This design comes from an exercise in tuning for small area, a short achievable clock period and few clock cycles per item on the open sky130 flow, not from production work.
Only simulation tests tie the RTL to the original design; equivalence was not proved.
No activity file was given, so power comes from the tool's default toggle rates.

// sprite_quad_batcher
module sprite_quad_batcher
(
  input  logic                clk,
  input  logic                rst,
  input  logic                in_valid,
  output logic                in_stall,
  input  logic                mode,
  input  logic signed [31:0]  pos_x,
  input  logic signed [31:0]  pos_y,
  input  logic signed [31:0]  pos_z,
  input  logic signed [31:0]  quad_width,
  input  logic signed [31:0]  quad_height,
  input  logic [31:0]         rgba_color,
  input  logic [31:0]         uv_corner0,
  input  logic [31:0]         uv_corner1,
  input  logic [31:0]         uv_corner2,
  input  logic [31:0]         uv_corner3,
  input  logic [31:0]         texture_name,
  output logic                out_valid,
  input  logic                out_stall,
  output logic signed [31:0]  vert_x,
  output logic signed [31:0]  vert_y,
  output logic signed [31:0]  vert_z,
  output logic [31:0]         vert_color,
  output logic [15:0]         vert_u,
  output logic [15:0]         vert_v,
  output logic [sqb_pkg::SLOT_W-1:0]   tex_slot,
  output logic                batch_cut,
  output logic [sqb_pkg::ICOUNT_W-1:0] batch_index_count,
  output logic                end_marker,
  output logic                last_of_item
);
clock: 6.0 ns
lec_check: 0
cap_margin: 20
core_margin: 2
core_utilization: 60
cts_buf_list: sky130_fd_sc_hd__clkbuf_8
setup_slack_margin: 3.3
slew_margin: 20
standard.sh (not shown) runs the stock make flow with config.mk's settings and CLKGATE_MAP_FILE= SYNTH_SCRIPT=/design/flow/synth_recipe.tcl, a recipe that flattens the netlist after the stock synthesis.
==> flow/flow/run.sh <==
#!/bin/bash
# The standard layout (the standard.sh: ORFS synthesis through finish),
# with changes to how the resizer and the clock tree work:
#  - port buffers are sky130_fd_sc_hd__buf_1 instead of the cell buffer_ports
#    picks by default (a delay cell); the resizer sizes them afterwards;
#  - gate sizing may swap cells of other footprints (MATCH_CELL_FOOTPRINT=0);
#  - clock tree synthesis inserts no dummy loads and clusters up to 14
#    registers within 60 um per leaf buffer.
# Every port still gets its buffer. The make output goes to flow_make.log.
set -euo pipefail
bash standard.sh \
  "BUFFER_PORTS_ARGS=-buffer_cell sky130_fd_sc_hd__buf_1" \
  MATCH_CELL_FOOTPRINT=0 \
  "CTS_ARGS=-sink_clustering_enable -repair_clock_nets -dont_use_dummy_load -buf_list sky130_fd_sc_hd__clkbuf_8 -sink_clustering_size 14 -sink_clustering_max_diameter 60" \
  finish > flow_make.log 2>&1
The first run produced a clean layout.
Testbench counts at the start, summed over its fixed seeds: cycles 47,560, items 12,000.
Then changed:
--- a/flow/flow/run.sh
+++ b/flow/flow/run.sh
@@ -6,4 +6,4 @@
 #  - gate sizing may swap cells of other footprints (MATCH_CELL_FOOTPRINT=0);
-#  - clock tree synthesis inserts no dummy loads and clusters up to 14
-#    registers within 60 um per leaf buffer.
+#  - clock tree synthesis inserts no dummy loads, and drives the register
+#    clusters with clkbuf_4 (clkbuf_8 above them).
 # Every port still gets its buffer. The make output goes to flow_make.log.
@@ -13,3 +13,3 @@
   MATCH_CELL_FOOTPRINT=0 \
-  "CTS_ARGS=-sink_clustering_enable -repair_clock_nets -dont_use_dummy_load -buf_list sky130_fd_sc_hd__clkbuf_8 -sink_clustering_size 14 -sink_clustering_max_diameter 60" \
+  "CTS_ARGS=-sink_clustering_enable -repair_clock_nets -dont_use_dummy_load -buf_list {sky130_fd_sc_hd__clkbuf_4 sky130_fd_sc_hd__clkbuf_8} -root_buf sky130_fd_sc_hd__clkbuf_8 -sink_clustering_buffer sky130_fd_sc_hd__clkbuf_4" \
   finish > flow_make.log 2>&1
Synthesized area does not change.
Die area is unchanged.
Setup slack gets worse by 0.011 ns.
Count of clock-buffer cells in the layout increases by 252.
Non-clock buffer count rises by 47.
Global-route usage rises by 0.86 points.
Cell count increases by 4.9%.
Worst hold slack gets worse by 0.018 ns.
Cell area goes up by 3.4%.
Wire length rises by 3.7%.
Then changed:
==> flow/flow/run.sh (replaced) <==
#!/bin/bash
# The standard layout (the standard.sh: ORFS synthesis through finish),
# with changes to how the resizer and the clock tree work:
#  - port buffers are sky130_fd_sc_hd__buf_1 instead of the cell buffer_ports
#    picks by default (a delay cell); the resizer sizes them afterwards;
#  - gate sizing may swap cells of other footprints (MATCH_CELL_FOOTPRINT=0);
#  - clock tree synthesis inserts no dummy loads and clusters up to 14
#    registers within 60 um per leaf buffer.
# Every port still gets its buffer. The make output goes to flow_make.log.
set -euo pipefail
bash standard.sh \
  "BUFFER_PORTS_ARGS=-buffer_cell sky130_fd_sc_hd__buf_1" \
  MATCH_CELL_FOOTPRINT=0 \
  "CTS_ARGS=-sink_clustering_enable -repair_clock_nets -dont_use_dummy_load -buf_list sky130_fd_sc_hd__clkbuf_8 -sink_clustering_size 14 -sink_clustering_max_diameter 60" \
  finish > flow_make.log 2>&1
SETUP_SLACK_MARGIN = 3.2   (was 3.3)
Core utilization fell by 3.3 points.
Via count falls by about 6%.
Routed wire length drops by about 6%.
Then changed:
SETUP_SLACK_MARGIN = 3.4   (was 3.2)
Outcome: The new run went through all stages and came out clean; maximum frequency came out higher by about 4.4%; clock power barely changes; critical path depth went down by 3.

---

Another version of the RTL of sprite_quad_batcher (not shown whole).
Size in the first run: about 4100 cells after synthesis, ~550 I/O pins, roughly 51000 µm² of cells after synthesis.
export LEC_CHECK = 0
export CAP_MARGIN = 20
export CORE_MARGIN = 2
export CORE_UTILIZATION = 60
export CTS_BUF_LIST = sky130_fd_sc_hd__clkbuf_8
export SETUP_SLACK_MARGIN = 3.5
export SLEW_MARGIN = 20
create_clock -name core_clock -period 6.0 [get_ports {clk}]
==> flow/flow/run.sh <==
#!/bin/bash
# The standard layout (the standard.sh: ORFS synthesis through finish),
# with changes to how the resizer and the clock tree work:
#  - port buffers are sky130_fd_sc_hd__buf_1 instead of the cell buffer_ports
#    picks by default (a delay cell); the resizer sizes them afterwards;
#  - gate sizing may swap cells of other footprints (MATCH_CELL_FOOTPRINT=0);
#  - clock tree synthesis inserts no dummy loads.
# Every port still gets its buffer. The make output goes to flow_make.log.
set -euo pipefail
bash standard.sh \
  "BUFFER_PORTS_ARGS=-buffer_cell sky130_fd_sc_hd__buf_1" \
  MATCH_CELL_FOOTPRINT=0 \
  "CTS_ARGS=-sink_clustering_enable -repair_clock_nets -dont_use_dummy_load -buf_list sky130_fd_sc_hd__clkbuf_8" \
  finish > flow_make.log 2>&1
The starting point completed without violations.
Testbench counts at the start, summed over its fixed seeds: cycles 47,560, items 12,000.
Next try:
Settings changed: SETUP_SLACK_MARGIN 3.5 to 3.3.
Setup slack gains 0.022 ns.
Final area shrinks by 3.4%.
Power shrinks by 1.0%.

---

RTL: one of the versions met above, not the one the previous note started from.
Size: ~550 I/O pins, ~52,000 sq um of cells after synthesis.
Settings: LEC_CHECK=0, CAP_MARGIN=20, CORE_MARGIN=2, CORE_UTILIZATION=60, CTS_BUF_LIST=sky130_fd_sc_hd__clkbuf_8, SETUP_SLACK_MARGIN=3.15, SLEW_MARGIN=20; clock period 6.0 ns.
Scripts as last shown in full above: flow/flow/run.sh
Testbench counts at the start, summed over its fixed seeds: cycles 47,560, items 12,000.
Edit:
--- a/flow/config.mk
+++ b/flow/config.mk
@@ -12 +12,2 @@
-export SETUP_SLACK_MARGIN = 3.15
+export PLACE_DENSITY = 0.75
+export SETUP_SLACK_MARGIN = 3.3
=> Clock power hardly moves; cell count rises by 1.4%; setup slack gains 0.055 ns.

---

sprite_quad_batcher again, from the RTL that the note above started with.
clock: 6.0 ns
lec_check: 0
cap_margin: 20
core_margin: 2
core_utilization: 60
cts_buf_list: sky130_fd_sc_hd__clkbuf_8
setup_slack_margin: 3.3
slew_margin: 20
tns_end_percent: 20
Scripts as last shown in full above: flow/flow/run.sh
The first run finished clean.
Testbench counts at the start, summed over its fixed seeds: cycles 47,560, items 12,000.
Next try:
==> flow/flow/run.sh (replaced) <==
#!/bin/bash
# The standard layout (the standard.sh: ORFS synthesis through finish),
# with changes to how the resizer and the clock tree work:
#  - port buffers are sky130_fd_sc_hd__buf_1 instead of the cell buffer_ports
#    picks by default (a delay cell); the resizer sizes them afterwards;
#  - gate sizing may swap cells of other footprints (MATCH_CELL_FOOTPRINT=0);
#  - clock tree synthesis inserts no dummy loads and clusters up to 18
#    registers within 55 um per leaf buffer.
# Every port still gets its buffer. The make output goes to flow_make.log.
set -euo pipefail
bash standard.sh \
  "BUFFER_PORTS_ARGS=-buffer_cell sky130_fd_sc_hd__buf_1" \
  MATCH_CELL_FOOTPRINT=0 \
  "CTS_ARGS=-sink_clustering_enable -repair_clock_nets -dont_use_dummy_load -buf_list sky130_fd_sc_hd__clkbuf_8 -sink_clustering_size 18 -sink_clustering_max_diameter 55" \
  finish > flow_make.log 2>&1
Settings changed: TNS_END_PERCENT 20 to unset.
Outcome: Wire length drops by 0.37%; core utilization drops by 0.27 points; worst hold slack hardly moves; register-to-register slack degrades by 0.05 ns.
Next try:
==> flow/flow/run.sh (replaced) <==
#!/bin/bash
# The standard layout (the standard.sh: ORFS synthesis through finish),
# with changes to how the resizer and the clock tree work:
#  - port buffers are sky130_fd_sc_hd__buf_1 instead of the cell buffer_ports
#    picks by default (a delay cell); the resizer sizes them afterwards;
#  - gate sizing may swap cells of other footprints (MATCH_CELL_FOOTPRINT=0);
#  - clock tree synthesis inserts no dummy loads.
# Every port still gets its buffer. The make output goes to flow_make.log.
set -euo pipefail
bash standard.sh \
  "BUFFER_PORTS_ARGS=-buffer_cell sky130_fd_sc_hd__buf_1" \
  MATCH_CELL_FOOTPRINT=0 \
  "CTS_ARGS=-sink_clustering_enable -repair_clock_nets -dont_use_dummy_load -buf_list sky130_fd_sc_hd__clkbuf_8" \
  finish > flow_make.log 2>&1
Outcome: Worst hold slack gets worse by 0.025 ns; non-clock buffer count came out higher by 4; power came out higher by 11%; clock-buffer cell count rises by 108; register-to-register slack gets better by 0.09 ns; setup slack gets better by 0.092 ns; utilization went up by 1.5 points; final area goes up by 2.1%; die area does not change.
Next try:
Settings changed: CORE_UTILIZATION 60 to 50.
Effect: Cell count goes up by 4.3%; utilization falls by 11 points; non-clock buffer count is higher by 13; worst hold slack loses 0.0083 ns.

## re-timing with driven ports
In the flow no input, the clock included, has a driving cell. The finished layouts below were timed again as built, in two steps.
Step 1, drivers: a clkbuf_16 drives clk and a buf_2 each remaining input, both assumed.
Step 2 times the ports against the registers' clock, not the clock port: input delays grow and output delays shrink by t, the midpoint of the rising clock arrivals with the driver on.
a / b / c = ideal / step 1 / step 2; a / b = the first two.
run	shift t [ns]	setup slack, ns	worst register clock-pin slew, ns	pins driven straight from the clock port
the first run of note 1	0.804	3.111 / 3.057 / 2.321	0.10 / 0.10	1
the second run of note 1	0.972	3.101 / 3.040 / 2.221	0.08 / 0.08	1
the third run of note 1	0.814	3.033 / 3.009 / 2.332	0.10 / 0.10	1
the fourth run of note 1	0.808	3.159 / 3.012 / 2.366	0.10 / 0.10	1
the first run of note 2	0.925	3.083 / 3.041 / 2.494	0.07 / 0.07	1
the second run of note 2	0.917	3.105 / 3.049 / 2.331	0.07 / 0.07	1
the first run of note 3	0.897	3.095 / 3.001 / 2.176	0.07 / 0.07	1
the second run of note 3	0.903	3.150 / 3.038 / 2.383	0.07 / 0.07	1
the first run of note 4	0.908	3.051 / 2.963 / 2.193	0.07 / 0.07	1
the second run of note 4	0.801	3.084 / 3.043 / 2.325	0.12 / 0.12	1
the third run of note 4	0.917	3.176 / 3.048 / 2.239	0.07 / 0.07	1
the fourth run of note 4	0.904	3.153 / 3.048 / 2.384	0.07 / 0.07	1
After both steps setup and hold are still met in every run listed. For the third run of note 4, which loses most, drivers alone change the setup slack by -0.128 ns; drivers and shift together by -0.937 ns.
